Background: an optimization exercise with open tools, aiming at a short achievable clock period and few clock cycles. Do not read the settings as production practice. In this exercise RTL edits were held to simulation tests only and were not proved equivalent to the original. Power is estimated from default activity; no workload was simulated.

$ cat config.mk
export PLATFORM = sky130hd
export DESIGN_NAME = rv_core
export DESIGN_NICKNAME = rv_core
export VERILOG_FILES = /design/flow/design.v
export SDC_FILE = /design/flow/constraint.sdc
export NUM_CORES = 4
export LEC_CHECK = 0
export ABC_CLOCK_PERIOD_IN_PS = 2000
export CAP_MARGIN = 20
export CORE_MARGIN = 2
export CORE_UTILIZATION = 40
export SETUP_SLACK_MARGIN = 5
export SLEW_MARGIN = 20
$ cat constraint.sdc
create_clock -name core_clock -period 7.5 [get_ports {clk_b}]
set_input_delay 1.5000 -clock core_clock [delete_from_list [all_inputs] [get_ports {clk_b}]]
set_output_delay 1.5000 -clock core_clock [all_outputs]
set_load 0.01 [all_outputs]
$ cat design.v
package rv_core_pkg;
    typedef logic [31:0] word_t;
    typedef logic [4:0]  reg_addr_t;
    localparam word_t START_ADDR  = 32'h0000_0000;
    localparam word_t PROGRAM_END = 32'd512;
    localparam logic [6:0] OPC_LUI    = 7'b0110111;
    localparam logic [6:0] OPC_AUIPC  = 7'b0010111;
    localparam logic [6:0] OPC_JAL    = 7'b1101111;
    localparam logic [6:0] OPC_JALR   = 7'b1100111;
    localparam logic [6:0] OPC_BRANCH = 7'b1100011;
    localparam logic [6:0] OPC_LOAD   = 7'b0000011;
    localparam logic [6:0] OPC_STORE  = 7'b0100011;
    localparam logic [6:0] OPC_OP_IMM = 7'b0010011;
    localparam logic [6:0] OPC_OP     = 7'b0110011;
    localparam int R_ADD  = 0;
    localparam int R_AND  = 1;
    localparam int R_OR   = 2;
    localparam int R_XOR  = 3;
    localparam int R_SLL  = 4;
    localparam int R_SR   = 5;   
    localparam int R_SLT  = 6;
    localparam int R_SLTU = 7;
    localparam int R_LINK = 8;   
    localparam int R_SUB  = 9;
    localparam int R_N    = 10;
endpackage
`timescale 1ns/1ns
module decode_stage (
    input  rv_core_pkg::word_t          inst,
    output logic                        uses_rs1,
    output logic                        uses_rs2,
    output logic                        writes_rd,
    output logic                        is_load,
    output logic                        is_store,
    output logic                        is_branch,
    output logic                        jalr0,      
    output logic                        jalr_e,     
    output logic                        pred_taken,
    output rv_core_pkg::word_t          offset,     
    output logic                        a_pc,       
    output logic                        a_zero,     
    output logic                        b_imm,      
    output logic                        b_four,     
    output rv_core_pkg::word_t          imm,        
    output logic                        sra,
    output logic [rv_core_pkg::R_N-1:0] rsel
);
    logic [6:0] opc;
    logic [2:0] f3;
    logic       is_lui, is_auipc, is_opimm, is_op, is_jal, is_jalr;
    logic [rv_core_pkg::R_N-1:0] arith;
    assign opc = inst[6:0];
    assign f3  = inst[14:12];
    assign is_lui    = (opc == rv_core_pkg::OPC_LUI);
    assign is_auipc  = (opc == rv_core_pkg::OPC_AUIPC);
    assign is_jal    = (opc == rv_core_pkg::OPC_JAL);
    assign is_jalr   = (opc == rv_core_pkg::OPC_JALR);
    assign is_branch = (opc == rv_core_pkg::OPC_BRANCH);
    assign is_load   = (opc == rv_core_pkg::OPC_LOAD);
    assign is_store  = (opc == rv_core_pkg::OPC_STORE);
    assign is_opimm  = (opc == rv_core_pkg::OPC_OP_IMM);
    assign is_op     = (opc == rv_core_pkg::OPC_OP);
    assign jalr0  = is_jalr && (inst[19:15] == 5'd0);
    assign jalr_e = is_jalr && (inst[19:15] != 5'd0);
    assign pred_taken = is_jal | jalr0 | (is_branch & inst[31]);
    always_comb begin
        if (is_jal)      offset = {{12{inst[31]}}, inst[19:12], inst[20], inst[30:21], 1'b0};
        else if (jalr0)  offset = {{20{inst[31]}}, inst[31:21], 1'b0};
        else             offset = {{20{inst[31]}}, inst[7], inst[30:25], inst[11:8], 1'b0};
    end
    assign uses_rs1  = jalr_e | is_branch | is_load | is_store | is_opimm | is_op;
    assign uses_rs2  = is_branch | is_store | is_op;
    assign writes_rd = (is_lui | is_auipc | is_jal | is_jalr | is_load | is_opimm | is_op) &&
                       (inst[11:7] != 5'd0);
    assign a_pc   = is_auipc | is_jal | jalr0;
    assign a_zero = is_lui;
    assign b_imm  = ~(is_op | is_branch);
    assign b_four = is_jal | jalr0;
    always_comb begin
        if (is_lui | is_auipc)   imm = {inst[31:12], 12'b0};
        else if (is_store)       imm = {{20{inst[31]}}, inst[31:25], inst[11:7]};
        else if (is_jal | jalr0) imm = 32'd4;
        else                     imm = {{20{inst[31]}}, inst[31:20]};
    end
    assign sra = inst[30];
    always_comb begin
        arith = '0;
        case (f3)
            3'b000:  begin
                if (is_op && inst[30]) arith[rv_core_pkg::R_SUB] = 1'b1;
                else                   arith[rv_core_pkg::R_ADD] = 1'b1;
            end
            3'b001:  arith[rv_core_pkg::R_SLL]  = 1'b1;
            3'b010:  arith[rv_core_pkg::R_SLT]  = 1'b1;
            3'b011:  arith[rv_core_pkg::R_SLTU] = 1'b1;
            3'b100:  arith[rv_core_pkg::R_XOR]  = 1'b1;
            3'b101:  arith[rv_core_pkg::R_SR]   = 1'b1;
            3'b110:  arith[rv_core_pkg::R_OR]   = 1'b1;
            default: arith[rv_core_pkg::R_AND]  = 1'b1;
        endcase
        rsel = '0;
        if (is_opimm | is_op) begin
            rsel = arith;
        end else if (is_lui | is_auipc | is_jal | jalr0 | is_load | is_store) begin
            rsel[rv_core_pkg::R_ADD] = 1'b1;
        end else if (jalr_e) begin
            rsel[rv_core_pkg::R_LINK] = 1'b1;
        end
    end
endmodule
`timescale 1ns/1ns
module register_file (
    input  logic                   clk_b,
    input  rv_core_pkg::reg_addr_t rs1_addr,
    input  rv_core_pkg::reg_addr_t rs2_addr,
    input  rv_core_pkg::reg_addr_t wr_addr,
    input  logic                   wr_en,
    input  rv_core_pkg::word_t     wr_data,
    output rv_core_pkg::word_t     rs1_rdata,
    output rv_core_pkg::word_t     rs2_rdata
);
    rv_core_pkg::word_t regs [1:31];
    always_ff @(posedge clk_b) begin
        if (wr_en) begin
            regs[wr_addr] <= wr_data;
        end
    end
    assign rs1_rdata = (rs1_addr == '0) ? '0 : regs[rs1_addr];
    assign rs2_rdata = (rs2_addr == '0) ? '0 : regs[rs2_addr];
endmodule
`timescale 1ns/1ns
module execute_stage (
    input  rv_core_pkg::word_t          a,
    input  rv_core_pkg::word_t          b,
    input  logic                        sra,
    input  logic [rv_core_pkg::R_N-1:0] rsel,
    input  rv_core_pkg::word_t          link,
    input  logic [2:0]                  br_f3,
    output rv_core_pkg::word_t          sum,
    output rv_core_pkg::word_t          result,
    output logic                        br_taken
);
    logic eq, lt, ltu;
    rv_core_pkg::word_t diff, sll_out, sr_out;
    assign sum  = a + b;
    assign diff = a - b;
    assign eq  = (a == b);
    assign lt  = ($signed(a) < $signed(b));
    assign ltu = (a < b);
    assign sll_out = a << b[4:0];
    assign sr_out  = $signed({sra & a[31], a}) >>> b[4:0];
    always_comb begin
        result = '0;
        if (rsel[rv_core_pkg::R_ADD])  result = result | sum;
        if (rsel[rv_core_pkg::R_SUB])  result = result | diff;
        if (rsel[rv_core_pkg::R_AND])  result = result | (a & b);
        if (rsel[rv_core_pkg::R_OR])   result = result | (a | b);
        if (rsel[rv_core_pkg::R_XOR])  result = result | (a ^ b);
        if (rsel[rv_core_pkg::R_SLL])  result = result | sll_out;
        if (rsel[rv_core_pkg::R_SR])   result = result | sr_out;
        if (rsel[rv_core_pkg::R_SLT])  result = result | {31'b0, lt};
        if (rsel[rv_core_pkg::R_SLTU]) result = result | {31'b0, ltu};
        if (rsel[rv_core_pkg::R_LINK]) result = result | link;
    end
    assign br_taken = br_f3[2] ? ((br_f3[1] ? ltu : lt) ^ br_f3[0]) : (eq ^ br_f3[0]);
endmodule
`timescale 1ns/1ns
module rv_core (
    input  logic               clk_b,
    input  logic               reset,
    input  rv_core_pkg::word_t imem_inst,
    input  rv_core_pkg::word_t dmem_rdata,
    output rv_core_pkg::word_t imem_addr,
    output rv_core_pkg::word_t dmem_addr,
    output rv_core_pkg::word_t dmem_wdata,
    output logic               dmem_wen,
    output logic               exit
);
    rv_core_pkg::word_t      pc;
    logic                    exit_r;
    logic                    d_valid, d_exact;
    rv_core_pkg::word_t      d_pc, d_pc4, d_base, d_off, d_imm;
    rv_core_pkg::reg_addr_t  d_rs1, d_rs2, d_rd;
    logic [2:0]              d_f3;
    logic                    d_pred, d_uses_rs1, d_uses_rs2, d_writes_rd, d_load, d_store;
    logic                    d_branch, d_jalr_e, d_a_pc, d_a_zero, d_b_imm, d_sra;
    logic [rv_core_pkg::R_N-1:0] d_rsel;
    logic                    e_wrf, e_load, e_store, e_branch, e_jalr, e_pred, e_zc;
    rv_core_pkg::reg_addr_t  e_rd;
    rv_core_pkg::word_t      e_a, e_b, e_sd, e_alt;
    logic                    e_sra;
    logic [rv_core_pkg::R_N-1:0] e_rsel;
    logic [2:0]              e_f3;
    logic                    m_wrf, m_load, m_wen, m_redirect, m_jalr;
    rv_core_pkg::reg_addr_t  m_rd;
    rv_core_pkg::word_t      m_alu, m_addr, m_wdata, m_alt;
    rv_core_pkg::word_t m_result;
    assign dmem_addr  = m_addr;
    assign dmem_wdata = m_wdata;
    assign dmem_wen   = m_wen;
    assign m_result   = m_load ? dmem_rdata : m_alu;
    rv_core_pkg::word_t e_sum, e_result;
    logic               e_taken, redirect_e;
    logic               za, zb, z_eq, z_lt, z_ltu, z_taken, redirect_z;
    execute_stage alu_i (
        .a        (e_a),
        .b        (e_b),
        .sra      (e_sra),
        .rsel     (e_rsel),
        .link     (e_alt),
        .br_f3    (e_f3),
        .sum      (e_sum),
        .result   (e_result),
        .br_taken (e_taken)
    );
    assign za      = (e_a == 32'd0);
    assign zb      = (e_b == 32'd0);
    assign z_eq    = za & zb;
    assign z_lt    = e_a[31] | (~e_b[31] & ~zb);
    assign z_ltu   = za & ~zb;
    assign z_taken = e_f3[2] ? ((e_f3[1] ? z_ltu : z_lt) ^ e_f3[0]) : (z_eq ^ e_f3[0]);
    assign redirect_z = e_branch && e_zc && (z_taken != e_pred) && !m_redirect;
    assign redirect_e = e_jalr | (e_branch & !e_zc & (e_taken != e_pred));
    always_ff @(posedge clk_b or posedge reset) begin
        if (reset) begin
            m_wrf      <= 1'b0;
            m_load     <= 1'b0;
            m_wen      <= 1'b0;
            m_redirect <= 1'b0;
            m_jalr     <= 1'b0;
        end else begin
            m_wrf      <= e_wrf && !m_redirect;
            m_load     <= e_load && !m_redirect;
            m_wen      <= e_store && !m_redirect;
            m_redirect <= redirect_e && !m_redirect;
            m_jalr     <= e_jalr;
        end
    end
    always_ff @(posedge clk_b) begin
        m_rd     <= e_rd;
        m_alu    <= e_result;
        m_alt    <= e_alt;
        if (e_load || e_store || e_jalr) begin
            m_addr <= e_sum;
        end
        if (e_store) begin
            m_wdata <= e_sd;
        end
    end
    rv_core_pkg::word_t rf_rs1, rf_rs2, rs1v, rs2v, d_target;
    logic               stall, advance_d, redirect_d;
    register_file rf_i (
        .clk_b     (clk_b),
        .rs1_addr  (d_rs1),
        .rs2_addr  (d_rs2),
        .wr_addr   (m_rd),
        .wr_en     (m_wrf),
        .wr_data   (m_result),
        .rs1_rdata (rf_rs1),
        .rs2_rdata (rf_rs2)
    );
    assign rs1v = (m_wrf && m_rd == d_rs1) ? m_result : rf_rs1;
    assign rs2v = (m_wrf && m_rd == d_rs2) ? m_result : rf_rs2;
    assign d_target = d_base + d_off;
    assign stall = d_valid && e_load &&
                   ((d_uses_rs1 && d_rs1 == e_rd) || (d_uses_rs2 && d_rs2 == e_rd));
    assign advance_d  = d_valid && !stall && !m_redirect && !redirect_z;
    assign redirect_d = advance_d && d_pred && !d_exact;
    always_ff @(posedge clk_b or posedge reset) begin
        if (reset) begin
            e_wrf    <= 1'b0;
            e_load   <= 1'b0;
            e_store  <= 1'b0;
            e_branch <= 1'b0;
            e_jalr   <= 1'b0;
        end else begin
            e_wrf    <= advance_d && d_writes_rd;
            e_load   <= advance_d && d_load && (d_rd != 5'd0);
            e_store  <= advance_d && d_store;
            e_branch <= advance_d && d_branch;
            e_jalr   <= advance_d && d_jalr_e;
        end
    end
    logic fwd_a, fwd_b, fwd_sd;
    assign fwd_a  = e_wrf && (d_rs1 == e_rd) && !(d_a_pc || d_a_zero);
    assign fwd_b  = e_wrf && (d_rs2 == e_rd) && !d_b_imm;
    assign fwd_sd = e_wrf && (d_rs2 == e_rd);
    always_ff @(posedge clk_b) begin
        e_pred <= d_pred;
        e_zc   <= (d_rs1 == 5'd0) || (d_rs2 == 5'd0);
        e_rd   <= d_rd;
        e_f3   <= d_f3;
        e_sra  <= d_sra;
        e_rsel <= d_rsel;
        e_a    <= fwd_a  ? e_result : (d_a_pc ? d_pc : (d_a_zero ? 32'd0 : rs1v));
        e_b    <= fwd_b  ? e_result : (d_b_imm ? d_imm : rs2v);
        e_sd   <= fwd_sd ? e_result : rs2v;
        e_alt  <= (d_branch && !d_pred) ? d_target : d_pc4;
    end
    logic  f_uses_rs1, f_uses_rs2, f_writes_rd, f_load, f_store, f_branch, f_jalr0, f_jalr_e;
    logic  f_pred, f_a_pc, f_a_zero, f_b_imm, f_sra;
    logic [rv_core_pkg::R_N-1:0] f_rsel;
    rv_core_pkg::word_t f_off, f_imm, pc4, f_target;
    logic  at_end, at_last;
    logic [12:0] f_off13;
    logic [13:0] f_low;
    logic        f_fits, f_exact;
    decode_stage dec_i (
        .inst       (imem_inst),
        .uses_rs1   (f_uses_rs1),
        .uses_rs2   (f_uses_rs2),
        .writes_rd  (f_writes_rd),
        .is_load    (f_load),
        .is_store   (f_store),
        .is_branch  (f_branch),
        .jalr0      (f_jalr0),
        .jalr_e     (f_jalr_e),
        .pred_taken (f_pred),
        .offset     (f_off),
        .a_pc       (f_a_pc),
        .a_zero     (f_a_zero),
        .b_imm      (f_b_imm),
        .b_four     (),
        .imm        (f_imm),
        .sra        (f_sra),
        .rsel       (f_rsel)
    );
    assign f_off13 = imem_inst[3] ? {imem_inst[12], imem_inst[20], imem_inst[30:21], 1'b0}
                                  : {imem_inst[31], imem_inst[7], imem_inst[30:25],
                                     imem_inst[11:8], 1'b0};
    assign f_low   = {1'b0, pc[12:0]} + {1'b0, f_off13};
    assign f_fits  = !imem_inst[3] || (imem_inst[19:12] == {8{imem_inst[31]}});
    assign f_exact = f_jalr0 || (f_fits && (f_low[13] == imem_inst[31]));
    assign f_target = f_jalr0 ? {{20{imem_inst[31]}}, imem_inst[31:21], 1'b0}
                              : {pc[31:13], f_low[12:0]};
    assign imem_addr = pc;
    assign exit      = exit_r;
    assign pc4       = pc + 32'd4;
    assign at_end    = (pc == rv_core_pkg::PROGRAM_END);
    assign at_last   = (pc == rv_core_pkg::PROGRAM_END - 32'd4);
    always_ff @(posedge clk_b or posedge reset) begin
        if (reset) begin
            pc      <= rv_core_pkg::START_ADDR;
            exit_r  <= 1'b0;
            d_valid <= 1'b0;
        end else begin
            if (m_redirect) begin
                pc <= m_jalr ? {m_addr[31:1], 1'b0} : m_alt;
            end else if (redirect_z) begin
                pc <= e_alt;
            end else if (redirect_d) begin
                pc <= d_target;
            end else if (!stall && !at_end) begin
                pc <= f_pred ? f_target : pc4;
            end
            exit_r  <= !m_redirect && !redirect_z && !redirect_d &&
                       ((stall || at_end) ? at_end : (at_last && !f_pred));
            if (m_redirect || redirect_z || redirect_d) begin
                d_valid <= 1'b0;
            end else if (!stall) begin
                d_valid <= !at_end;
            end
        end
    end
    always_ff @(posedge clk_b) begin
        if (!stall) begin
            d_pc       <= pc;
            d_pc4      <= pc4;
            d_base     <= f_jalr0 ? 32'd0 : pc;
            d_off      <= f_off;
            d_imm      <= f_imm;
            d_exact    <= f_exact;
            d_rs1      <= imem_inst[19:15];
            d_rs2      <= imem_inst[24:20];
            d_rd       <= imem_inst[11:7];
            d_f3       <= imem_inst[14:12];
            d_pred     <= f_pred;
            d_uses_rs1 <= f_uses_rs1;
            d_uses_rs2 <= f_uses_rs2;
            d_writes_rd <= f_writes_rd;
            d_load     <= f_load;
            d_store    <= f_store;
            d_branch   <= f_branch;
            d_jalr_e   <= f_jalr_e;
            d_a_pc     <= f_a_pc;
            d_a_zero   <= f_a_zero;
            d_b_imm    <= f_b_imm;
            d_sra      <= f_sra;
            d_rsel     <= f_rsel;
        end
    end
endmodule
$ cat run.sh
#!/bin/bash
# synth_recipe.tcl (not shown) runs the flow's synth.tcl, then flattens the netlist and writes it again
# the make line also repeats each setting of config.mk as NAME=value (left out here)
make -C /OpenROAD-flow-scripts/flow DESIGN_CONFIG=/design/flow/config.mk WORK_HOME=/design/flow/orfs CLKGATE_MAP_FILE= SYNTH_SCRIPT=/design/flow/synth_recipe.tcl finish
==> results of run 1 <==
worst register-to-register path: cells and delay by family, from the launching register on:
kind | cells | cell delay (ps)
simple gates | 1 | 80
mux | 1 | 270
fa+ha+maj | 1 | 390
compound gates | 8 | 1970
buf+inv | 3 | 460
flops | 1 | 370
where the power goes:
part / total [mW] / switching [mW] / internal [mW]
sequential: 10.7 / 0.754 / 9.93
combinational: 6.86 / 3.81 / 3.05
clock: 8.03 / 3.50 / 4.53
kinds of logic (layout without fill, tap and decap cells):
| group | Yosys count | count (layout) | share of synthesized area, % |
|---|---|---|---|
| muxes | 905 | 905 | 21.96 |
| adders and majority gates | 145 | 145 | 2.408 |
| xor gates and xnor gates | 121 | 121 | 1.384 |
| and+or+nand+nor | 948 | 958 | 5.691 |
| buffers and inverters | 577 | 1306 | 3.021 |
| DFF | 1514 | 1514 | 56.10 |
| AOI/OAI and AO/OA | 1068 | 1070 | 9.437 |
| other | 0 | 2 | 0 |
final timing paths:
kind,endpoint,slack (ps),start
worst min-delay path,e_rsel[0],320,d_rsel[0]
worst min register to register,e_rsel[0],320,d_rsel[0]
min in group asynchronous,pc[21],1250,reset
max in group asynchronous,e_store,5670,reset
worst max register to register,e_sd[24],3800,e_a[1]
worst max-delay path,e_sd[24],3800,e_a[1]
repair_timing:
item / in CTS / in global routing
setup buffers: 374 / 114
endpoints found under the hold margin: 0 / 0
endpoints found under the setup margin: 1670 / 852
pin swaps: 258 / 200
gates cloned: 61 / 14
gates resized for setup: 1440 / 347
area by class of cell:
class                      instances  area [um^2]  share of cell area, %
inverter                         187        834.6                 0.8551
antenna                            2        5.005               0.005128
timing repair buffer             813         8816                  9.033
timing repair inverter            21        153.9                 0.1577
clock buffer                     214         4338                  4.445
multi-input combinational       3199        36210                  37.11
clock inverter                    71        925.9                 0.9487
sequential                      1514        43170                  44.23
tap                             2511         3142                  3.219
state kept, by name (all words and copies together) (netlist names), 10 cells and up, named ones only:
signal and cells:
m_alt 32, e_alt 32, pc 32, e_a 32
e_rsel 10, e_b 32, d_rsel 10, d_off 20
d_pc4 30, m_wdata 32, e_sd 32, d_pc 32
rf_i.regs 992, m_alu 32, d_base 32, d_imm 32
m_addr 32
stage by stage:
step	util, %	cells	instance area, um^2
after CTS	49.96	8402	95020
after global placement	42.98	7682	81740
final	51.32	8532	97590
after global routing	51.31	8530	97590
after detailed placement	42.98	7682	81740
after floorplan	-	5278	77780
per-layer routing:
metal | vias to the layer above | share of wire [%]
met4 | 2 | 8.0
met2 | 3748 | 46
met1 | 29020 | 36
met3 | 927 | 9.7
met5 | - | 0.0043
li1 | 22410 | -
layout by cell type (no fill, tap or decap), types with 51 or more instances in the layout:
cell,netlist,routed
edfxtp_1,1242,1242
mux4_2,613,613
buf_4,7,368
nor2_1,381,303
buf_6,5,206
nand2_1,218,198
a21oi_1,265,177
dfxtp_1,228,173
mux2i_1,222,171
clkbuf_16,0,165
inv_1,183,133
ha_1,141,94
o21ai_0,162,92
a211oi_1,113,89
a21oi_2,1,66
a21o_1,67,64
o22ai_1,70,63
buf_2,67,59
nor2_4,0,55
buf_12,0,55
nand3_1,65,51
==> flow_metrics.tcl, run 1 <==
set metrics [dict create \
    status "complete, no violations" \
    min_path_cells 0 \
    path_max_fanout 4 \
    setup_viol 0 \
    power.density_nw_per_um2 262.0 \
    synth_nets 5489 \
    routedWlPerCell_um 35.35 \
    crit_chain "clkinvlp_4 > buf_6 > fa_2 > o21bai_4 > a2111oi_4 > o31a_1 > a21o_1 > a31oi_4 > nor3_4 > o31ai_4 > buf_4 > o221ai_2 > a21o_4 > mux2_2" \
    period_minus_slack_ps 3696 \
    grt_pass1_vias 54360 \
    ys.flop_type "edfxtp_1" \
    vias_per_cell 6.576 \
    synth.distinct_cells 93 \
    grt.busiest_layer "met2" \
    hpwl_mm 175.0 \
    critPathMaxStageDelay_ps 390 \
    dr.pass1.iters 8 \
    yosys-top-cells-area "edfxtp_1 49%, mux4_2 18%, dfxtp_1 6.0%" \
    post-place-ws_ps 1461 \
    routabilityCongestion 0.9938 \
    setup.worst_path.start_class "register" \
    drtIter0Drc 7938 \
    worst_slack_ps 3804 \
    fp.dieArea_um2 195000 \
    synth-async-reset-ratio_pct 2.906 \
    crit_type "register to register" \
    met3_usage_pct 5.890 \
    yosysMostFrequentCell "edfxtp_1" \
    end_kind "register" \
    start_util_pct 40.27 \
    synth_warnings 4 \
    drc 0 \
    maxSlewHeadroom_pct 17.08 \
    syn_avg_cell_area_um2 14.51 \
    worst-path-stages 14 \
    use_met1_pct 38.32 \
    io_pins 164 \
    nets 6107 \
    cts_max_level 4 \
    critical-path-top-delay-family "compound AO/OA/AOI/OAI gates" \
    power_leakage_nw 34.33 \
    groute.layer.met2.usage_pct 47.59 \
    rsz0062_at_grt "yes" \
    final_layout_size_suffix_gt1_share_pct 41.42 \
    synth_top_area_cell "edfxtp_1" \
    fin_setup_tns_ps 0 \
    critPathBufInv 3 \
    ir_drop_mv 0.2699 \
    die_h_um 441.6 \
    clkTransAtPathRegs_ps 60 \
    netlist_area_um2 76580 \
    area_growth_syn_to_layout_pct 27.44 \
    postCtsHoldBufs 0 \
    die_x_um 441.6 \
    portBuffers 163 \
    critPathRequiredTime_ps 8210 \
    synth_common_cells "1242 x edfxtp_1, 613 x mux4_2, 381 x nor2_1" \
    fmax_ghz 0.2705 \
    fill_cells 15510 \
    arrival_ps 4410 \
    grt_pass1_wl_mm 416.0 \
    fin_total_pwr_mw 25.57 \
    fin_worst_skew_ps 75.74 \
    ys_seq_area_share_pct 56.10 \
    cp_slowest_cell "fa_2" \
    cts_max_path_buffers 3 \
    cts_root_buffer "clkbuf_16" \
    period_share_pct 49.28 \
    grt_overflow_total 0 \
    antenna_found_initial 5 \
    core_area_um2 190200 \
    wl_mm 301.6 \
    slew_viol_final 0 \
    worst_slew_pin_slew_ps 1240 \
    syn_inst 5278 \
    grt_max_degree 69 \
    cts.sinks 1514 \
    drv_cap 0 \
    worst_r2r_path_depth 14 \
    synth_top_area_share_pct 48.70 \
    final_hold_viol_count 0 \
    hold_slack_ps 320.7 \
    rows 160 \
    cts_tree "built" \
    synth-edff-count 1242 \
    vias 56110 \
    drtAntennaViolNets 0 \
    hp-class "register to register" \
    cts_buffers 160 \
    track_usage_pct 30.27 \
    clock_latency_ps 880 \
    synth-seq-cells 1514 \
]
Testbench counts, summed over its fixed seeds: cycles 38,364.
==> inputs of run 2 (changes only) <==
--- a/design.v
+++ b/design.v
@@ -137,6 +137,8 @@
     input  rv_core_pkg::word_t          link,
-    input  logic [2:0]                  br_f3,
+    input  logic [2:0]                  br_sel,     
+    input  logic                        br_inv,     
     output rv_core_pkg::word_t          sum,
+    output rv_core_pkg::word_t          fast,
     output rv_core_pkg::word_t          result,
-    output logic                        br_taken
+    output logic                        br_wrong
 );
@@ -152,8 +154,10 @@
     always_comb begin
-        result = '0;
-        if (rsel[rv_core_pkg::R_ADD])  result = result | sum;
-        if (rsel[rv_core_pkg::R_SUB])  result = result | diff;
-        if (rsel[rv_core_pkg::R_AND])  result = result | (a & b);
-        if (rsel[rv_core_pkg::R_OR])   result = result | (a | b);
-        if (rsel[rv_core_pkg::R_XOR])  result = result | (a ^ b);
+        fast = '0;
+        if (rsel[rv_core_pkg::R_ADD])  fast = fast | sum;
+        if (rsel[rv_core_pkg::R_SUB])  fast = fast | diff;
+        if (rsel[rv_core_pkg::R_AND])  fast = fast | (a & b);
+        if (rsel[rv_core_pkg::R_OR])   fast = fast | (a | b);
+        if (rsel[rv_core_pkg::R_XOR])  fast = fast | (a ^ b);
+        if (rsel[rv_core_pkg::R_LINK]) fast = fast | link;
+        result = fast;
         if (rsel[rv_core_pkg::R_SLL])  result = result | sll_out;
@@ -162,5 +166,4 @@
         if (rsel[rv_core_pkg::R_SLTU]) result = result | {31'b0, ltu};
-        if (rsel[rv_core_pkg::R_LINK]) result = result | link;
     end
-    assign br_taken = br_f3[2] ? ((br_f3[1] ? ltu : lt) ^ br_f3[0]) : (eq ^ br_f3[0]);
+    assign br_wrong = ((br_sel[0] & eq) | (br_sel[1] & lt) | (br_sel[2] & ltu)) ^ br_inv;
 endmodule
@@ -178,6 +181,10 @@
 );
+    localparam logic [rv_core_pkg::R_N-1:0] RSEL_LINK = 1 << rv_core_pkg::R_LINK;
     rv_core_pkg::word_t      pc;
     logic                    exit_r;
-    logic                    d_valid, d_exact;
-    rv_core_pkg::word_t      d_pc, d_pc4, d_base, d_off, d_imm;
+    logic                    d_valid;
+    rv_core_pkg::word_t      d_pc, d_pc4, d_off, d_imm;
+    logic [12:0]             d_low;
+    logic [31:13]            d_hi_inc, d_hi_dec;
+    logic                    d_far, d_c13, d_fits, d_jalr0, d_pred_sign;
     rv_core_pkg::reg_addr_t  d_rs1, d_rs2, d_rd;
@@ -185,5 +192,8 @@
     logic                    d_pred, d_uses_rs1, d_uses_rs2, d_writes_rd, d_load, d_store;
-    logic                    d_branch, d_jalr_e, d_a_pc, d_a_zero, d_b_imm, d_sra;
+    logic                    d_branch, d_jalr_e, d_a_pc, d_a_zero, d_b_imm, d_sra, d_slow;
     logic [rv_core_pkg::R_N-1:0] d_rsel;
-    logic                    e_wrf, e_load, e_store, e_branch, e_jalr, e_pred, e_zc;
+    logic                    e_wrf, e_load, e_store, e_branch, e_jalr, e_pred, e_zc, e_late;
+    logic                    e_kill;   
+    logic [2:0]              e_bsel;
+    logic                    e_binv;
     rv_core_pkg::reg_addr_t  e_rd;
@@ -201,4 +211,4 @@
     assign m_result   = m_load ? dmem_rdata : m_alu;
-    rv_core_pkg::word_t e_sum, e_result;
-    logic               e_taken, redirect_e;
+    rv_core_pkg::word_t e_sum, e_fast, e_result;
+    logic               e_wrong, redirect_e;
     logic               za, zb, z_eq, z_lt, z_ltu, z_taken, redirect_z;
@@ -210,6 +220,8 @@
         .link     (e_alt),
-        .br_f3    (e_f3),
+        .br_sel   (e_bsel),
+        .br_inv   (e_binv),
         .sum      (e_sum),
+        .fast     (e_fast),
         .result   (e_result),
-        .br_taken (e_taken)
+        .br_wrong (e_wrong)
     );
@@ -221,4 +233,4 @@
     assign z_taken = e_f3[2] ? ((e_f3[1] ? z_ltu : z_lt) ^ e_f3[0]) : (z_eq ^ e_f3[0]);
-    assign redirect_z = e_branch && e_zc && (z_taken != e_pred) && !m_redirect;
-    assign redirect_e = e_jalr | (e_branch & !e_zc & (e_taken != e_pred));
+    assign redirect_z = e_branch && e_zc && (z_taken != e_pred) && !m_redirect && !e_kill;
+    assign redirect_e = e_jalr | (e_branch & !e_zc & e_wrong);
     always_ff @(posedge clk_b or posedge reset) begin
@@ -231,6 +243,6 @@
         end else begin
-            m_wrf      <= e_wrf && !m_redirect;
-            m_load     <= e_load && !m_redirect;
-            m_wen      <= e_store && !m_redirect;
-            m_redirect <= redirect_e && !m_redirect;
+            m_wrf      <= e_wrf && !m_redirect && !e_kill;
+            m_load     <= e_load && !m_redirect && !e_kill;
+            m_wen      <= e_store && !m_redirect && !e_kill;
+            m_redirect <= redirect_e && !m_redirect && !e_kill;
             m_jalr     <= e_jalr;
@@ -242,5 +254,3 @@
         m_alt    <= e_alt;
-        if (e_load || e_store || e_jalr) begin
-            m_addr <= e_sum;
-        end
+        m_addr   <= e_sum;
         if (e_store) begin
@@ -249,4 +259,9 @@
     end
-    rv_core_pkg::word_t rf_rs1, rf_rs2, rs1v, rs2v, d_target;
-    logic               stall, advance_d, redirect_d;
+    rv_core_pkg::word_t rf_rs1, rf_rs2, rs1v, rs2v, d_tgt;
+    logic               stall, advance_d, redirect_d, d_exact;
+    logic [31:13]       d_hi;
+    assign d_hi    = d_c13 ? (d_pred_sign ? d_pc[31:13] : d_hi_inc)
+                           : (d_pred_sign ? d_hi_dec : d_pc[31:13]);
+    assign d_tgt   = d_jalr0 ? d_off : {d_hi, d_low};
+    assign d_exact = d_jalr0 || (d_fits && (d_c13 == d_pred_sign));
     register_file rf_i (
@@ -263,7 +278,6 @@
     assign rs2v = (m_wrf && m_rd == d_rs2) ? m_result : rf_rs2;
-    assign d_target = d_base + d_off;
-    assign stall = d_valid && e_load &&
+    assign stall = d_valid && e_late && !e_kill &&
                    ((d_uses_rs1 && d_rs1 == e_rd) || (d_uses_rs2 && d_rs2 == e_rd));
-    assign advance_d  = d_valid && !stall && !m_redirect && !redirect_z;
-    assign redirect_d = advance_d && d_pred && !d_exact;
+    assign advance_d  = d_valid && !stall && !m_redirect;
+    assign redirect_d = advance_d && d_pred && !d_exact && !d_far;
     always_ff @(posedge clk_b or posedge reset) begin
@@ -272,2 +286,4 @@
             e_load   <= 1'b0;
+            e_late   <= 1'b0;
+            e_kill   <= 1'b0;
             e_store  <= 1'b0;
@@ -278,5 +294,7 @@
             e_load   <= advance_d && d_load && (d_rd != 5'd0);
+            e_late   <= advance_d && (d_load || d_slow) && (d_rd != 5'd0);
+            e_kill   <= redirect_z;
             e_store  <= advance_d && d_store;
             e_branch <= advance_d && d_branch;
-            e_jalr   <= advance_d && d_jalr_e;
+            e_jalr   <= advance_d && (d_jalr_e || d_far);
         end
@@ -293,7 +311,9 @@
         e_sra  <= d_sra;
-        e_rsel <= d_rsel;
-        e_a    <= fwd_a  ? e_result : (d_a_pc ? d_pc : (d_a_zero ? 32'd0 : rs1v));
-        e_b    <= fwd_b  ? e_result : (d_b_imm ? d_imm : rs2v);
-        e_sd   <= fwd_sd ? e_result : rs2v;
-        e_alt  <= (d_branch && !d_pred) ? d_target : d_pc4;
+        e_rsel <= d_far ? RSEL_LINK : d_rsel;
+        e_a    <= fwd_a  ? e_fast : (d_a_pc ? d_pc : (d_a_zero ? 32'd0 : rs1v));
+        e_b    <= fwd_b  ? e_fast : (d_far ? d_off : (d_b_imm ? d_imm : rs2v));
+        e_sd   <= fwd_sd ? e_fast : rs2v;
+        e_bsel <= d_f3[2] ? (d_f3[1] ? 3'b100 : 3'b010) : 3'b001;
+        e_binv <= d_f3[0] ^ d_pred;
+        e_alt  <= (d_branch && !d_pred) ? d_tgt : d_pc4;
     end
@@ -306,3 +326,3 @@
     logic [13:0] f_low;
-    logic        f_fits, f_exact;
+    logic        f_fits, f_far;
     decode_stage dec_i (
@@ -332,3 +352,3 @@
     assign f_fits  = !imem_inst[3] || (imem_inst[19:12] == {8{imem_inst[31]}});
-    assign f_exact = f_jalr0 || (f_fits && (f_low[13] == imem_inst[31]));
+    assign f_far   = f_pred && imem_inst[3] && !f_fits;
     assign f_target = f_jalr0 ? {{20{imem_inst[31]}}, imem_inst[31:21], 1'b0}
@@ -351,3 +371,3 @@
             end else if (redirect_d) begin
-                pc <= d_target;
+                pc <= d_tgt;
             end else if (!stall && !at_end) begin
@@ -368,6 +388,12 @@
             d_pc4      <= pc4;
-            d_base     <= f_jalr0 ? 32'd0 : pc;
+            d_low      <= f_low[12:0];
+            d_c13      <= f_low[13];
+            d_pred_sign <= imem_inst[31];
+            d_fits     <= f_fits;
+            d_jalr0    <= f_jalr0;
+            d_hi_inc   <= pc[31:13] + 19'd1;
+            d_hi_dec   <= pc[31:13] - 19'd1;
+            d_far      <= f_far;
             d_off      <= f_off;
             d_imm      <= f_imm;
-            d_exact    <= f_exact;
             d_rs1      <= imem_inst[19:15];
@@ -389,2 +415,4 @@
             d_rsel     <= f_rsel;
+            d_slow     <= f_rsel[rv_core_pkg::R_SLL] | f_rsel[rv_core_pkg::R_SR] |
+                          f_rsel[rv_core_pkg::R_SLT] | f_rsel[rv_core_pkg::R_SLTU];
         end
==> run 2 against run 1 <==
Clock skew shrank 1.5 ps. Clock power grew 3.4%. Critical endpoint is now e_sd[29]. Die area grew 0.96%. Still clean on timing, DRC and antenna. Non-clock buffer count grew 1. Core utilization grew 0.30 points. Cell count grew 1.6%. Largest power group unchanged. Area after synthesis grew 0.97%.
==> flow_metrics.tcl, run 2 <==
set metrics [dict create \
    grt_overflow_total 0 \
    routedWlPerCell_um 36.84 \
    regMostFlops "rf_i.regs" \
    dr_wl_met2_mm 148.8 \
    swShare_pct 31.62 \
    synth_top_area_cell "edfxtp_1" \
    vias_per_cell 6.561 \
    drtAntennaViolNets 0 \
    yosysMostFrequentCell "edfxtp_1" \
    final_hold_viol_count 0 \
    final_layout_size_suffix_gt1_share_pct 41.15 \
    worst_slew_pin_slew_ps 1120 \
    hpwl_mm 187.9 \
    rows 161 \
    period_minus_slack_ps 3319 \
    internal_power_mw 17.84 \
    hp-start "d_rd[2]" \
    io_pins 164 \
    fin_setup_tns_ps 0 \
    synth_top_area_share_pct 47.81 \
    cts.sinks 1541 \
    rsz0062_at_grt "yes" \
    ys_seq_area_share_pct 56.13 \
    yosys-top-cells-area "edfxtp_1 48%, mux4_2 17%, dfxtp_1 6.8%" \
    track_usage_pct 31.50 \
    hp-class "register to register" \
    clkTransAtPathRegs_ps 70 \
    final_common_cell "edfxtp_1" \
    setup.worst_path.start_class "register" \
    area_growth_syn_to_layout_pct 28.41 \
    slew_viol_final 0 \
    pwr-share-clk_pct 31.8 \
    synth-edff-count 1231 \
    seqPwrFrac_pct 42.7 \
    r2r_slack_ps 4180 \
    end_kind "register" \
    power.density_nw_per_um2 262.8 \
    worst_r2r_path_depth 13 \
    die_x_um 443.7 \
    power_leakage_nw 34.78 \
    drtIter0Drc 7364 \
    crit_type "register to register" \
    drv_cap 0 \
    netlist_area_um2 77320 \
    min_path_cells 0 \
    grt_pass1_wl_mm 435.1 \
    critPathRequiredTime_ps 8250 \
    power.switching_mw 8.249 \
    ys.flop_type "edfxtp_1" \
    synth-async-reset-ratio_pct 2.985 \
    cts_max_path_buffers 3 \
    largest_reg_flops 992 \
    grt_pass1_vias 55340 \
    core_area_um2 192400 \
    cts_buffers 166 \
    arrival_ps 4070 \
    synth-seq-cells 1541 \
    synth.distinct_cells 103 \
    period_share_pct 44.26 \
    r2r-end "e_sd[29]" \
    cts_max_level 4 \
    synth_common_cells "1231 x edfxtp_1, 588 x mux4_2, 351 x a21oi_1" \
    antenna_found_initial 9 \
    wl_mm 319.3 \
    setup_viol 0 \
    ir_drop_mv 0.2521 \
    fin_worst_skew_ps 74.22 \
    routabilityCongestion 0.9377 \
    syn_avg_cell_area_um2 14.22 \
    cts_tree "built" \
    vias 56870 \
    postCtsHoldBufs 0 \
    die_h_um 443.7 \
    nets 6192 \
    maxSlewHeadroom_pct 24.57 \
    start_util_pct 40.19 \
    status "complete, no violations" \
    comb_power_share_pct 25.5 \
    layout_common_cells "1231 x edfxtp_1, 588 x mux4_2, 406 x buf_4, 266 x nor2_1, 264 x nand2_1" \
    fmax_ghz 0.3013 \
    syn_inst 5436 \
    hold_end "e_rd[2]" \
    fin_util_pct 51.61 \
    top_layer "met5" \
    drc 0 \
    grt_max_degree 81 \
    worst_slack_ps 4181 \
    r2r-start "e_a[1]" \
    synth_nets 5618 \
    m1WireLength_mm 110.8 \
    dr.pass1.iters 8 \
    clock_latency_ps 870 \
    post-place-ws_ps 2097 \
    cts_root_buffer "clkbuf_16" \
    path_max_fanout 3 \
    portBuffers 163 \
    synth_warnings 4 \
    fp.dieArea_um2 196800 \
    dr_wl_met3_mm 29.11 \
]
[run 2: changes by cell type after synthesis, moves of 25 or more]
cell and change:
ha_1 -28, and2_1 -34, mux4_2 -25, dfxtp_1 +36, a22oi_1 +36, mux2i_1 +37
buf_2 +38, inv_1 -32, a21oi_1 +86, nand2_1 +74, o22ai_1 -25, o21ai_0 +49
nor2_1 -36
[run 2: routing by layer]
metal | up-vias | track usage, %
met5 | - | 0.02442
met4 | 6 | 24.72
met3 | 1017 | 6.337
met2 | 3706 | 49.87
met1 | 29350 | 37.73
li1 | 22800 | -
[run 2: worst max-delay path by stage]
stage | from | endpoint | slack, ps | depth (start not counted)
4_1_cts | imem_inst[3] | pc[12] | 4170 | 13
5_1_grt | e_a[1] | e_b[30] | 4140 | 15
2_1_floorplan | d_rs2[0] | d_a_pc | 2840 | 5
6_report | e_a[1] | e_sd[29] | 4180 | 13
3_5_place_dp | imem_inst[3] | pc[12] | 2100 | 13
3_3_place_gp | imem_inst[3] | pc[12] | 2120 | 13
[run 2: final cells by class]
| type | instances | area (um^2) |
|---|---|---|
| inverters | 155 | 721.9 |
| clock inverters | 92 | 1020 |
| repair buffers | 814 | 9385 |
| clock buffers | 207 | 4409 |
| fillers | 15550 | 93090 |
| well taps | 2526 | 3161 |
| flip-flops and latches | 1541 | 43720 |
| multi-input cells | 3318 | 36760 |
| repair inverters | 14 | 106.4 |
| diodes | 1 | 2.502 |
[run 2: kinds of logic after synthesis]
group	synth area share, %
DFF	56.13
AOI/OAI and AO/OA	9.772
and+or+nand+nor	5.944
muxes	21.64
buffers and inverters	3.134
xor gates and xnor gates	1.473
adders and majority gates	1.906
[run 2: metrics by stage]
| stage | instance area [um^2] | hold WS [ps] | power, mW | std cells |
|---|---|---|---|---|
| 6_report | 99290 | 368.6 | 26.09 | 8668 |
| 5_1_grt | 99290 | 377.9 | 26.78 | 8667 |
| 4_1_cts | 97010 | 372.5 | 25.62 | 8543 |
| 3_5_place_dp | 82240 | 362.2 | 15.91 | 7813 |
| 3_3_place_gp | 82240 | 362.8 | 15.89 | 7813 |
| 2_1_floorplan | 78380 | 346.2 | 13.76 | 5436 |
[run 2: power by group through the flow]
| stage | Combinational, mW | Clock, mW | Sequential (mW) |
|---|---|---|---|
| after floorplan | 2.97 | 0 | 10.8 |
| after global placement | 4.41 | 0 | 11.5 |
| after detailed placement | 4.43 | 0 | 11.5 |
| after CTS | 6.14 | 8.36 | 11.1 |
| after global routing | 6.91 | 8.70 | 11.2 |
| final | 6.64 | 8.30 | 11.1 |
[run 2: what timing repair did]
| action | 4_1_cts | 5_1_grt |
|---|---|---|
| endpoints found under the hold margin | 0 | 0 |
| setup buffers | 367 | 114 |
| setup endpoints to repair | 1440 | 704 |
| gates resized for setup | 1604 | 244 |
| pin swaps | 179 | 111 |
| gates cloned | 64 | 10 |
[run 2: worst max-delay path, cell delays in order (launching register included)]
cell	delay (ps)
dfxtp_4	360
clkinvlp_4	120
ha_4	270
o21ba_4	220
or4_4	560
a21oi_4	260
buf_4	160
o21ai_2	80
a21oi_4	220
a31oi_4	140
mux2i_2	210
a311oi_4	380
buf_6	180
a21oi_2	50
Testbench counts of run 2, summed over its fixed seeds: cycles 38,466.
==> inputs of run 3 (changes only) <==
--- a/design.v
+++ b/design.v
@@ -156,3 +156,2 @@
         if (rsel[rv_core_pkg::R_ADD])  fast = fast | sum;
-        if (rsel[rv_core_pkg::R_SUB])  fast = fast | diff;
         if (rsel[rv_core_pkg::R_AND])  fast = fast | (a & b);
@@ -160,4 +159,5 @@
         if (rsel[rv_core_pkg::R_XOR])  fast = fast | (a ^ b);
-        if (rsel[rv_core_pkg::R_LINK]) fast = fast | link;
         result = fast;
+        if (rsel[rv_core_pkg::R_SUB])  result = result | diff;
+        if (rsel[rv_core_pkg::R_LINK]) result = result | link;
         if (rsel[rv_core_pkg::R_SLL])  result = result | sll_out;
@@ -232,4 +232,4 @@
     assign z_ltu   = za & ~zb;
-    assign z_taken = e_f3[2] ? ((e_f3[1] ? z_ltu : z_lt) ^ e_f3[0]) : (z_eq ^ e_f3[0]);
-    assign redirect_z = e_branch && e_zc && (z_taken != e_pred) && !m_redirect && !e_kill;
+    assign z_taken = (e_bsel[0] & z_eq) | (e_bsel[1] & z_lt) | (e_bsel[2] & z_ltu);
+    assign redirect_z = e_branch && e_zc && (z_taken ^ e_binv) && !m_redirect && !e_kill;
     assign redirect_e = e_jalr | (e_branch & !e_zc & e_wrong);
@@ -366,6 +366,6 @@
         end else begin
-            if (m_redirect) begin
-                pc <= m_jalr ? {m_addr[31:1], 1'b0} : m_alt;
-            end else if (redirect_z) begin
+            if (redirect_z) begin
                 pc <= e_alt;
+            end else if (m_redirect) begin
+                pc <= m_jalr ? {m_addr[31:1], 1'b0} : m_alt;
             end else if (redirect_d) begin
@@ -416,3 +416,4 @@
             d_slow     <= f_rsel[rv_core_pkg::R_SLL] | f_rsel[rv_core_pkg::R_SR] |
-                          f_rsel[rv_core_pkg::R_SLT] | f_rsel[rv_core_pkg::R_SLTU];
+                          f_rsel[rv_core_pkg::R_SLT] | f_rsel[rv_core_pkg::R_SLTU] |
+                          f_rsel[rv_core_pkg::R_SUB] | f_rsel[rv_core_pkg::R_LINK] | f_far;
         end
==> run 3 against run 2 <==
Largest power group unchanged. Fmax shrank 3.4%. Clock skew fell by 20 ps. Still clean. Clock power increased by 2.8%.
==> flow_metrics.tcl, run 3 <==
set metrics [dict create \
    status "complete, no violations" \
    grt_pass1_vias 55180 \
    final_common_cell "edfxtp_1" \
    arrival_ps 4170 \
    die_h_um 442.7 \
    routedWlPerCell_um 37.52 \
    clock_latency_ps 860 \
    crit_type "register to register" \
    cts_tree "built" \
    ir_drop_mv 0.2488 \
    drc 0 \
    fmax_ghz 0.2910 \
    drtIter0Drc 8591 \
    grt_overflow_total 0 \
    ys.flop_type "edfxtp_1" \
    synth_warnings 4 \
    grt_max_degree 83 \
    layout_common_cells "1231 x edfxtp_1, 579 x mux4_2, 414 x buf_4, 304 x nor2_1, 237 x nand2_1" \
    portBuffers 163 \
    r2r-end "m_alu[0]" \
    die_x_um 442.7 \
    netlist_area_um2 76970 \
    regMostFlops "rf_i.regs" \
    rows 161 \
    r2r-start "e_a[25]" \
    synth_top_area_cell "edfxtp_1" \
    cts_buffers 169 \
    vias_per_cell 6.626 \
    core_area_um2 191800 \
    synth-edff-count 1231 \
    synth_top_area_share_pct 48.03 \
    drv_cap 0 \
    period_minus_slack_ps 3437 \
    cts_max_level 4 \
    synth-async-reset-ratio_pct 2.993 \
    hp-start "e_rd[2]" \
    ys_seq_area_share_pct 56.29 \
    fill_cells 15750 \
    setup.worst_path.start_class "register" \
    power.density_nw_per_um2 263.1 \
    routabilityCongestion 1.018 \
    cts.sinks 1537 \
    min_path_cells 0 \
    area_growth_syn_to_layout_pct 28.80 \
    hold_end "m_rd[2]" \
    final_hold_viol_count 0 \
    dp_cells 7793 \
    critPathRequiredTime_ps 8240 \
    nets 6218 \
    setup_viol 0 \
    largest_reg_flops 992 \
    wl_mm 327.2 \
    vias 57780 \
    maxSlewHeadroom_pct 18.75 \
    worst_r2r_path_depth 10 \
    cts_root_buffer "clkbuf_16" \
    synth-seq-cells 1537 \
    end_kind "register" \
    final_cells 8719 \
    hpwl_mm 193.2 \
    slew_viol_final 0 \
    r2r_slack_ps 4060 \
    period_share_pct 45.83 \
    fin_worst_skew_ps 53.99 \
    hp-class "register to register" \
    fin_setup_tns_ps 0 \
    synth.distinct_cells 97 \
    power_leakage_nw 35.29 \
    cp-startpoint "e_a[25]" \
    synth_common_cells "1231 x edfxtp_1, 579 x mux4_2, 379 x nor2_1" \
    rsz0062_at_grt "yes" \
    hold_slack_ps 355.4 \
    clkTransAtPathRegs_ps 60 \
    grt_pass1_wl_mm 447.2 \
    dr.pass1.iters 8 \
    worst_slew_pin_slew_ps 1217 \
    yosysMostFrequentCell "edfxtp_1" \
    antenna_found_initial 21 \
    path_max_fanout 10 \
    drtAntennaViolNets 0 \
    final_layout_size_suffix_gt1_share_pct 41.42 \
    yosys-top-cells-area "edfxtp_1 48%, mux4_2 17%, dfxtp_1 6.8%" \
    syn_inst 5398 \
    postCtsHoldBufs 0 \
    track_usage_pct 32.58 \
    io_pins 164 \
    synth_nets 5580 \
    syn_avg_cell_area_um2 14.26 \
    cts_max_path_buffers 3 \
    fp.dieArea_um2 195900 \
    start_util_pct 40.13 \
]
==> run 3: routing by layer <==
metal,up-vias,share of wire (%),global-route usage [%]
met4,18,8.5,23.17
li1,22770,-,-
met3,1021,11,8.437
met2,4236,44,48.62
met1,29730,36,41.36
met5,-,0.036,0
==> run 3: worst max path at each step <==
stage / endpoint / slack [ps] / cells after the start
2_1_floorplan: pc[11] / 3630 / 14
3_3_place_gp: pc[11] / 2100 / 10
3_5_place_dp: pc[11] / 1980 / 10
4_1_cts: m_alu[0] / 4260 / 10
5_1_grt: m_alu[0] / 4100 / 14
6_report: m_alu[0] / 4060 / 10
==> run 3: worst max-delay path: stages (launching register included) <==
cell	delay (ps)
dfxtp_2	510
inv_1	90
ha_2	500
inv_1	250
a21oi_1	380
nor2_1	90
o21ai_0	410
a31oi_4	270
and2_1	300
o21a_1	230
a211o_1	270
==> run 3: logic make-up (layout without fill, tap and decap cells) <==
kind of cell / after synthesis / after routing / synth area share, %
other: 0 / 10 / 0
adders and majority gates: 116 / 116 / 1.915
and+or+nand+nor: 1009 / 1012 / 6.087
AOI/OAI and AO/OA: 1117 / 1117 / 9.429
DFF: 1537 / 1537 / 56.29
buffers and inverters: 548 / 1329 / 3.011
xor gates and xnor gates: 145 / 145 / 1.650
muxes: 926 / 927 / 21.62
==> run 3: cell type report <==
| class | instances | area [um^2] | area share [%] |
|---|---|---|---|
| diodes | 10 | 25.02 | 0.02524 |
| clock buffers | 224 | 4695 | 4.736 |
| clock inverters | 94 | 940.9 | 0.9491 |
| inverters | 135 | 650.6 | 0.6563 |
| multi-input cells | 3317 | 36130 | 36.44 |
| flip-flops and latches | 1537 | 43670 | 44.05 |
| well taps | 2526 | 3161 | 3.188 |
| repair buffers | 864 | 9754 | 9.840 |
| repair inverters | 12 | 112.6 | 0.1136 |
==> run 3: report_power, final <==
group / leakage [nW] / switching [mW] / internal [mW] / total [mW]
registers: 14.6 / 1.11 / 10.2 / 11.3
logic: 18.0 / 3.45 / 2.83 / 6.27
clock network: 2.74 / 3.67 / 4.86 / 8.53
total: 35.3 / 8.24 / 17.8 / 26.1
==> run 3: what timing repair did <==
item,in CTS,in global routing
buffers inserted,408,118
pin swaps,239,177
gates resized for setup,1565,294
endpoints found under the setup margin,1687,404
cloned,66,6
==> run 3: stage by stage <==
step           worst slack [ps]  total power, mW  utilization (%)  instance area, um^2
2_1_floorplan              3629            13.46                -                77830
3_5_place_dp               1980            15.71            42.69                81860
3_3_place_gp               2103            15.69            42.68                81860
5_1_grt                    4104            26.71            51.68                99110
4_1_cts                    4263            25.56            50.46                96780
6_report                   4063            26.08            51.69                99130
Testbench counts of run 3, summed over its fixed seeds: cycles 38,469.
==> inputs of run 4 (changes only) <==
--- a/design.v
+++ b/design.v
@@ -137,4 +137,2 @@
     input  rv_core_pkg::word_t          link,
-    input  logic [2:0]                  br_sel,     
-    input  logic                        br_inv,     
     output rv_core_pkg::word_t          sum,
@@ -142,5 +140,6 @@
     output rv_core_pkg::word_t          result,
-    output logic                        br_wrong
+    output logic                        eq,
+    output logic                        lt,
+    output logic                        ltu
 );
-    logic eq, lt, ltu;
     rv_core_pkg::word_t diff, sll_out, sr_out;
@@ -164,6 +163,3 @@
         if (rsel[rv_core_pkg::R_SR])   result = result | sr_out;
-        if (rsel[rv_core_pkg::R_SLT])  result = result | {31'b0, lt};
-        if (rsel[rv_core_pkg::R_SLTU]) result = result | {31'b0, ltu};
     end
-    assign br_wrong = ((br_sel[0] & eq) | (br_sel[1] & lt) | (br_sel[2] & ltu)) ^ br_inv;
 endmodule
@@ -203,6 +199,13 @@
     logic [2:0]              e_f3;
-    logic                    m_wrf, m_load, m_wen, m_redirect, m_jalr;
+    logic                    m_wrf, m_load, m_wen, m_jalr, m_brv;
+    logic                    m_eq, m_lt, m_ltu, m_binv, m_slt, m_sltu;
+    logic [2:0]              m_bsel;
     rv_core_pkg::reg_addr_t  m_rd;
     rv_core_pkg::word_t      m_alu, m_addr, m_wdata, m_alt;
-    rv_core_pkg::word_t m_result;
+    rv_core_pkg::word_t m_result, m_alu_x;
+    logic               m_redirect;
+    assign m_alu_x  = {m_alu[31:1], m_slt ? m_lt : (m_sltu ? m_ltu : m_alu[0])};
+    assign m_redirect = m_jalr ||
+                        (m_brv && (((m_bsel[0] & m_eq) | (m_bsel[1] & m_lt) |
+                                    (m_bsel[2] & m_ltu)) ^ m_binv));
     assign dmem_addr  = m_addr;
@@ -210,5 +213,5 @@
     assign dmem_wen   = m_wen;
-    assign m_result   = m_load ? dmem_rdata : m_alu;
+    assign m_result   = m_load ? dmem_rdata : m_alu_x;
     rv_core_pkg::word_t e_sum, e_fast, e_result;
-    logic               e_wrong, redirect_e;
+    logic               e_eq, e_lt, e_ltu;
     logic               za, zb, z_eq, z_lt, z_ltu, z_taken, redirect_z;
@@ -220,4 +223,2 @@
         .link     (e_alt),
-        .br_sel   (e_bsel),
-        .br_inv   (e_binv),
         .sum      (e_sum),
@@ -225,3 +226,5 @@
         .result   (e_result),
-        .br_wrong (e_wrong)
+        .eq       (e_eq),
+        .lt       (e_lt),
+        .ltu      (e_ltu)
     );
@@ -234,3 +237,2 @@
     assign redirect_z = e_branch && e_zc && (z_taken ^ e_binv) && !m_redirect && !e_kill;
-    assign redirect_e = e_jalr | (e_branch & !e_zc & e_wrong);
     always_ff @(posedge clk_b or posedge reset) begin
@@ -240,3 +242,3 @@
             m_wen      <= 1'b0;
-            m_redirect <= 1'b0;
+            m_brv      <= 1'b0;
             m_jalr     <= 1'b0;
@@ -246,4 +248,4 @@
             m_wen      <= e_store && !m_redirect && !e_kill;
-            m_redirect <= redirect_e && !m_redirect && !e_kill;
-            m_jalr     <= e_jalr;
+            m_brv      <= e_branch && !e_zc && !m_redirect && !e_kill;
+            m_jalr     <= e_jalr && !m_redirect && !e_kill;
         end
@@ -254,2 +256,9 @@
         m_alt    <= e_alt;
+        m_eq     <= e_eq;
+        m_lt     <= e_lt;
+        m_ltu    <= e_ltu;
+        m_bsel   <= e_bsel;
+        m_binv   <= e_binv;
+        m_slt    <= e_rsel[rv_core_pkg::R_SLT];
+        m_sltu   <= e_rsel[rv_core_pkg::R_SLTU];
         m_addr   <= e_sum;
--- a/config.mk
+++ b/config.mk
@@ -10,3 +10,3 @@
 export CORE_MARGIN = 2
-export CORE_UTILIZATION = 40
+export CORE_UTILIZATION = 30
 export SETUP_SLACK_MARGIN = 5
==> run 4 against run 3 <==
Global-route usage shrank 7.2 points. Sequential share of layout area shrank 1.5 points. Non-clock buffer count grew 180. Worst hold slack lost 27 ps. Critical path type unchanged. Critical endpoint is now pc[1]. Highest routed layer unchanged.
==> flow_metrics.tcl, run 4 <==
set metrics [dict create \
    cts.sinks 1546 \
    synth-async-reset-ratio_pct 2.975 \
    period_share_pct 46.72 \
    synth_top_area_cell "edfxtp_1" \
    maxSlewHeadroom_pct 19.40 \
    setup_viol 0 \
    period_minus_slack_ps 3504 \
    arrival_ps 4210 \
    vias 58590 \
    wl_mm 340.7 \
    cts_max_path_buffers 3 \
    synth.distinct_cells 81 \
    rsz0062_at_grt "yes" \
    die_h_um 509.7 \
    fin_total_pwr_mw 26.71 \
    dr.pass1.iters 10 \
    rows 185 \
    hp-class "register to register" \
    r2r-end "pc[1]" \
    die_x_um 509.7 \
    clkTransAtPathRegs_ps 70 \
    worst_r2r_path_depth 11 \
    routedWlPerCell_um 35.25 \
    syn_inst 5336 \
    vias_per_cell 6.062 \
    crit_type "register to register" \
    grt_overflow_total 0 \
    ys.flop_type "edfxtp_1" \
    slew_viol_final 0 \
    status "complete, no violations" \
    portBuffers 163 \
    synth-edff-count 1231 \
    fmax_ghz 0.2854 \
    groute.layer.met2.usage_pct 40.15 \
    clock_latency_ps 850 \
    largest_reg_flops 992 \
    final_common_cell "edfxtp_1" \
    worst_slew_pin_slew_ps 1209 \
    regMostFlops "rf_i.regs" \
    grt_pass1_vias 56350 \
    io_pins 164 \
    r2r_slack_ps 4000 \
    drtAntennaViolNets 0 \
    fin_util_pct 40.50 \
    ir_drop_mv 0.1809 \
    power_leakage_nw 36.33 \
    drc 0 \
    power.density_nw_per_um2 259.5 \
    routabilityCongestion 0.9829 \
    area_growth_syn_to_layout_pct 34.18 \
    cts_tree "built" \
    ys_seq_area_share_pct 56.71 \
    cts_max_level 4 \
    synth_warnings 4 \
    path_max_fanout 7 \
    cts_buffers 163 \
    nets 6332 \
    met3_usage_pct 6.010 \
    end_kind "register" \
    fp.dieArea_um2 259800 \
    crit_end "pc[1]" \
    netlist_area_um2 76710 \
    hpwl_mm 201.4 \
    r2r-start "pc[19]" \
    core_area_um2 254200 \
    drtIter0Drc 8397 \
    yosysMostFrequentCell "edfxtp_1" \
    drv_cap 0 \
    use_met1_pct 30.43 \
    layout_common_cells "1231 x edfxtp_1, 611 x mux4_2, 493 x buf_4, 333 x nor2_1, 245 x buf_6" \
    track_usage_pct 25.36 \
    fin_setup_tns_ps 0 \
    synth_top_area_share_pct 48.19 \
    yosys-top-cells-area "edfxtp_1 48%, mux4_2 18%, dfxtp_1 7.0%" \
    fin_worst_skew_ps 48.13 \
    syn_avg_cell_area_um2 14.38 \
    grt.busiest_layer "met2" \
    synth_common_cells "1231 x edfxtp_1, 611 x mux4_2, 420 x nor2_1" \
    final_hold_viol_count 0 \
    final_layout_size_suffix_gt1_share_pct 44.68 \
    start_util_pct 30.18 \
    grt_pass1_wl_mm 459.9 \
    cp-startpoint "pc[19]" \
    synth_nets 5518 \
    setup.worst_path.start_class "register" \
    fill_cells 22900 \
    antenna_found_initial 26 \
    cts_root_buffer "clkbuf_16" \
    grt_max_degree 103 \
    critPathRequiredTime_ps 8210 \
    postCtsHoldBufs 0 \
    synth-seq-cells 1546 \
]
## run 4: cell types whose count changed after synthesis, sizes merged, moves of 17 or more
| cell | before | now |
|---|---|---|
| nand3 | 52 | 69 |
| nor2 | 380 | 421 |
| o221ai | 10 | 28 |
| mux2 | 96 | 69 |
| mux2i | 251 | 232 |
| a21oi | 348 | 297 |
| mux4 | 579 | 611 |
| a222oi | 13 | 36 |
| clkbuf | 226 | 290 |
| nand2 | 265 | 243 |
| buf | 187 | 120 |
## run 4: final cells by class
class / instances / area (um^2) / share of cell area [%]
sequential: 1546 / 43840 / 42.59
multi-input combinational: 3235 / 36480 / 35.44
tap: 3366 / 4212 / 4.092
timing repair buffer: 1044 / 12130 / 11.78
timing repair inverter: 13 / 107.6 / 0.1045
inverter: 147 / 763.2 / 0.7415
clock buffer: 214 / 4422 / 4.296
clock inverter: 84 / 942.2 / 0.9153
antenna: 15 / 37.54 / 0.03647
## run 4: cells by family after synthesis
| kind of cell | Yosys count | synth area share [%] |
|---|---|---|
| flops | 1546 | 56.71 |
| compound gates | 1052 | 8.959 |
| simple gates | 1009 | 5.979 |
| mux | 912 | 21.98 |
| buf+inv | 557 | 2.809 |
| xor+xnor | 144 | 1.644 |
| fa+ha+maj | 116 | 1.921 |
## run 4: worst max-delay path: stages (launching register included)
cell and delay (ps):
dfrtp_2 430, or4_4 540, or3_4 340, or4_4 460, or3_4 440, nor3_4 170
buf_6 150, nor2_4 60, or3_4 460, buf_8 180, o21ai_2 50, o22ai_1 80
## run 4: routing by layer
metal | vias to the layer above | wire length (um)
met2 | 4269 | 157500
met4 | 4 | 29220
met3 | 1137 | 35350
met5 | - | 35
met1 | 30200 | 118600
li1 | 22970 | -
## run 4: timing repair
action	4_1_cts	5_1_grt
setup endpoints to repair	1602	607
resized for setup	1735	400
pin swaps	265	268
buffers inserted	500	181
hold endpoints to repair	0	0
gates cloned	70	13
## run 4: stage by stage
stage               cells  setup WS, ps  hold slack (ps)  instance area, um^2
global route         9652          3938            354.9               102900
global placement     8584          2122            310.1                82870
detailed placement   8586          2071            315.4                82890
CTS                  9454          3992            329.5                99360
floorplan            5336          3448            309.6                77700
finish               9664          3996            328.3               102900
## run 4: worst min-delay path by stage
stage,startpoint,end,slack (ps),depth (start not counted)
3_5_place_dp,e_rsel[6],m_slt,320,0
4_1_cts,e_rsel[6],m_slt,330,0
5_1_grt,e_rsel[7],m_sltu,350,0
2_1_floorplan,e_rsel[6],m_slt,310,0
3_3_place_gp,e_rsel[6],m_slt,310,0
6_report,e_rsel[6],m_slt,330,0
## run 4: power breakdown
part	total [mW]	leakage, nW	switching [mW]	internal, mW
Clock	8.23	2.59	3.61	4.61
Combinational	7.15	19.1	3.92	3.23
Sequential	11.3	14.6	1.06	10.3
Total	26.7	36.3	8.59	18.1
Testbench counts of run 4, summed over its fixed seeds: cycles 38,469.
==> inputs of run 5 (changes only) <==
--- a/config.mk
+++ b/config.mk
@@ -10,3 +10,3 @@
 export CORE_MARGIN = 2
-export CORE_UTILIZATION = 30
+export CORE_UTILIZATION = 40
 export SETUP_SLACK_MARGIN = 5
==> run 5 against run 4 <==
Still clean. Via count shrank 1.4%. Cell count is 9.7% lower. Non-clock buffer count down 86. Combinational power shrank 6.4%. Fmax increased by 1.1%. Routed wire length fell by 3.7%.
==> flow_metrics.tcl, run 5 <==
set metrics [dict create \
    ir_drop_mv 0.2647 \
    path_common_cell "or3_4" \
    synth_top_area_share_pct 48.19 \
    grt_max_degree 61 \
    vias 57750 \
    synth.distinct_cells 81 \
    synth_common_cells "1231 x edfxtp_1, 611 x mux4_2, 420 x nor2_1" \
    postCtsHoldBufs 0 \
    synth-async-reset-ratio_pct 2.975 \
    synth_nets 5518 \
    r2r-start "pc[19]" \
    fp.dieArea_um2 195300 \
    clkTransAtPathRegs_ps 60 \
    synth-seq-cells 1546 \
    use_met1_pct 41.17 \
    synth_top_area_cell "edfxtp_1" \
    fmax_ghz 0.2886 \
    groute.layer.met2.usage_pct 49.47 \
    yosys-top-cells-area "edfxtp_1 48%, mux4_2 18%, dfxtp_1 7.0%" \
    fin_worst_skew_ps 47.81 \
    antenna_found_initial 18 \
    clock_latency_ps 850 \
    regMostFlops "rf_i.regs" \
    critPathRequiredTime_ps 8240 \
    routabilityCongestion 1.003 \
    rsz0062_at_grt "yes" \
    dr.pass1.iters 9 \
    min_path_cells 0 \
    seqPwrFrac_pct 42.7 \
    yosysMostFrequentCell "edfxtp_1" \
    routedWlPerCell_um 37.58 \
    power.density_nw_per_um2 262.8 \
    synth-compound-area-share_pct 8.959 \
    hp-start "e_rsel[7]" \
    worst_slew_pin_slew_ps 1139 \
    met3_usage_pct 7.511 \
    synth-edff-count 1231 \
    portBuffers 163 \
    final_common_cell "edfxtp_1" \
    comb_power_share_pct 25.4 \
    crit_type "register to register" \
    grt_pass1_wl_mm 445.8 \
    die_x_um 441.9 \
    synth_warnings 4 \
    cts_max_path_buffers 3 \
    netlist_area_um2 76710 \
    hpwl_mm 193.7 \
    area_growth_syn_to_layout_pct 30.61 \
    drc 0 \
    status "complete, no violations" \
    synth_top_family_by_area "multiplexers" \
    swShare_pct 31.42 \
    drv_cap 0 \
    fin_setup_tns_ps 0 \
    io_pins 164 \
    wl_mm 328.0 \
    post-place-ws_ps 2243 \
    hp-class "register to register" \
    hold_end "m_sltu" \
    largest_reg_flops 992 \
    cp_slowest_cell "or4_4" \
    arrival_ps 4200 \
    end_kind "register" \
    cts_max_level 4 \
    power_leakage_nw 35.67 \
    pwr-share-clk_pct 31.9 \
    grt_overflow_total 0 \
    period_minus_slack_ps 3465 \
    fill_cells 15330 \
    period_share_pct 46.21 \
    die_h_um 441.9 \
]
==> run 5: cell count changes in the layout (fill, tap and decap cells not counted), moves of 9 or more <==
cell / previous run / this run
a21oi_4: 52 / 43
buf_12: 101 / 75
buf_2: 32 / 45
buf_4: 493 / 460
buf_6: 245 / 209
dfxtp_1: 178 / 187
mux2i_1: 171 / 181
mux2i_4: 44 / 33
==> run 5: area by class of cell <==
type / instances / area [um^2] / area share [%]
inverters: 147 / 754.5 / 0.7530
diodes: 9 / 22.52 / 0.02248
well taps: 2511 / 3142 / 3.136
repair buffers: 958 / 10890 / 10.87
clock inverters: 81 / 892.1 / 0.8904
flip-flops and latches: 1546 / 43820 / 43.73
clock buffers: 227 / 4599 / 4.591
multi-input cells: 3235 / 35960 / 35.89
repair inverters: 14 / 112.6 / 0.1124
==> run 5: worst max-delay path: cells and delay by family, from the launching register on <==
kind	cells	cell delay (ps)
buffers and inverters	1	170
DFF	1	410
AOI/OAI and AO/OA	1	190
and+or+nand+nor	7	2590
==> run 5: logic make-up after synthesis <==
logic type,after synthesis
DFF,1546
AOI/OAI and AO/OA,1052
and+or+nand+nor,1009
muxes,912
buffers and inverters,557
xor gates and xnor gates,144
adders and majority gates,116
==> run 5: per-stage QoR <==
| stage | hold slack, ps | total power, mW | std cells | utilization (%) | area (um^2) |
|---|---|---|---|---|---|
| after floorplan | 309.6 | 13.58 | 5336 | - | 77700 |
| after global placement | 312.9 | 15.82 | 7731 | 42.98 | 81830 |
| after detailed placement | 320.5 | 15.83 | 7732 | 42.98 | 81830 |
| after CTS | 333.0 | 25.70 | 8551 | 51.14 | 97360 |
| after global routing | 345.2 | 26.95 | 8720 | 52.62 | 100200 |
| final | 333.2 | 26.33 | 8728 | 52.63 | 100200 |
==> run 5: routing by layer <==
layer / part of all wire (%) / wire length (um) / vias up
li1: - / - / 22790
met1: 36 / 117700 / 29840
met2: 45 / 147200 / 4149
met3: 11 / 34550 / 959
met4: 8.7 / 28450 / 14
met5: 0.034 / 111 / -
==> run 5: repair_timing <==
action / CTS / global route
cloned: 73 / 10
setup buffers: 438 / 156
gates resized for setup: 1623 / 325
endpoints found under the setup margin: 1599 / 634
pin swaps: 240 / 190
==> run 5: worst max path at each step <==
stage                  start  endpoint  slack, ps  cells past startpoint
2_1_floorplan   imem_inst[3]    pc[12]       3450                     14
3_3_place_gp   imem_inst[31]    pc[23]       2280                      9
3_5_place_dp   imem_inst[31]    pc[23]       2240                      9
4_1_cts               pc[17]    pc[19]       3960                     10
5_1_grt               pc[19]    pc[19]       3990                     12
6_report              pc[19]     pc[3]       4030                      9
==> run 5: power by group through the flow <==
stage	logic [mW]	registers [mW]	clock network (mW)
after global placement	4.23	11.6	0
final	6.69	11.2	8.41
after global routing	6.92	11.2	8.80
after floorplan	2.81	10.8	0
after CTS	6.06	11.2	8.45
after detailed placement	4.25	11.6	0

## what the ideal ports hide
No port has a modelled driver above. Below, the same layouts with a new extraction and two added sets of constraints.
Step 1 (the two cells are an assumption about what drives the block):
set clk [get_ports {clk_b}]
set_driving_cell -lib_cell sky130_fd_sc_hd__clkbuf_16 $clk
set_driving_cell -lib_cell sky130_fd_sc_hd__buf_2 [delete_from_list [all_inputs] $clk]
Step 2 also shifts input and output timing later by t, the mid clock arrival at the registers, as if the neighbouring blocks saw the same clock.
Three values: ideal ports, drivers, drivers and shift; two values: the first two.
run	t (ns)	setup slack, ns	worst data-port slew with drivers (ns)
run 1	0.932	3.804 / 3.804 / 3.275	0.09
run 2	0.914	4.181 / 4.181 / 3.404	0.14
run 3	0.925	4.063 / 4.063 / 3.369	0.13
run 4	0.920	3.996 / 3.996 / 3.272	0.14
run 5	0.907	4.035 / 4.035 / 3.216	0.09
After both steps every run listed still meets setup and hold. The setup slack of run 5, which loses most, moves by 0.000 ns with the drivers and by -0.819 ns with both steps.
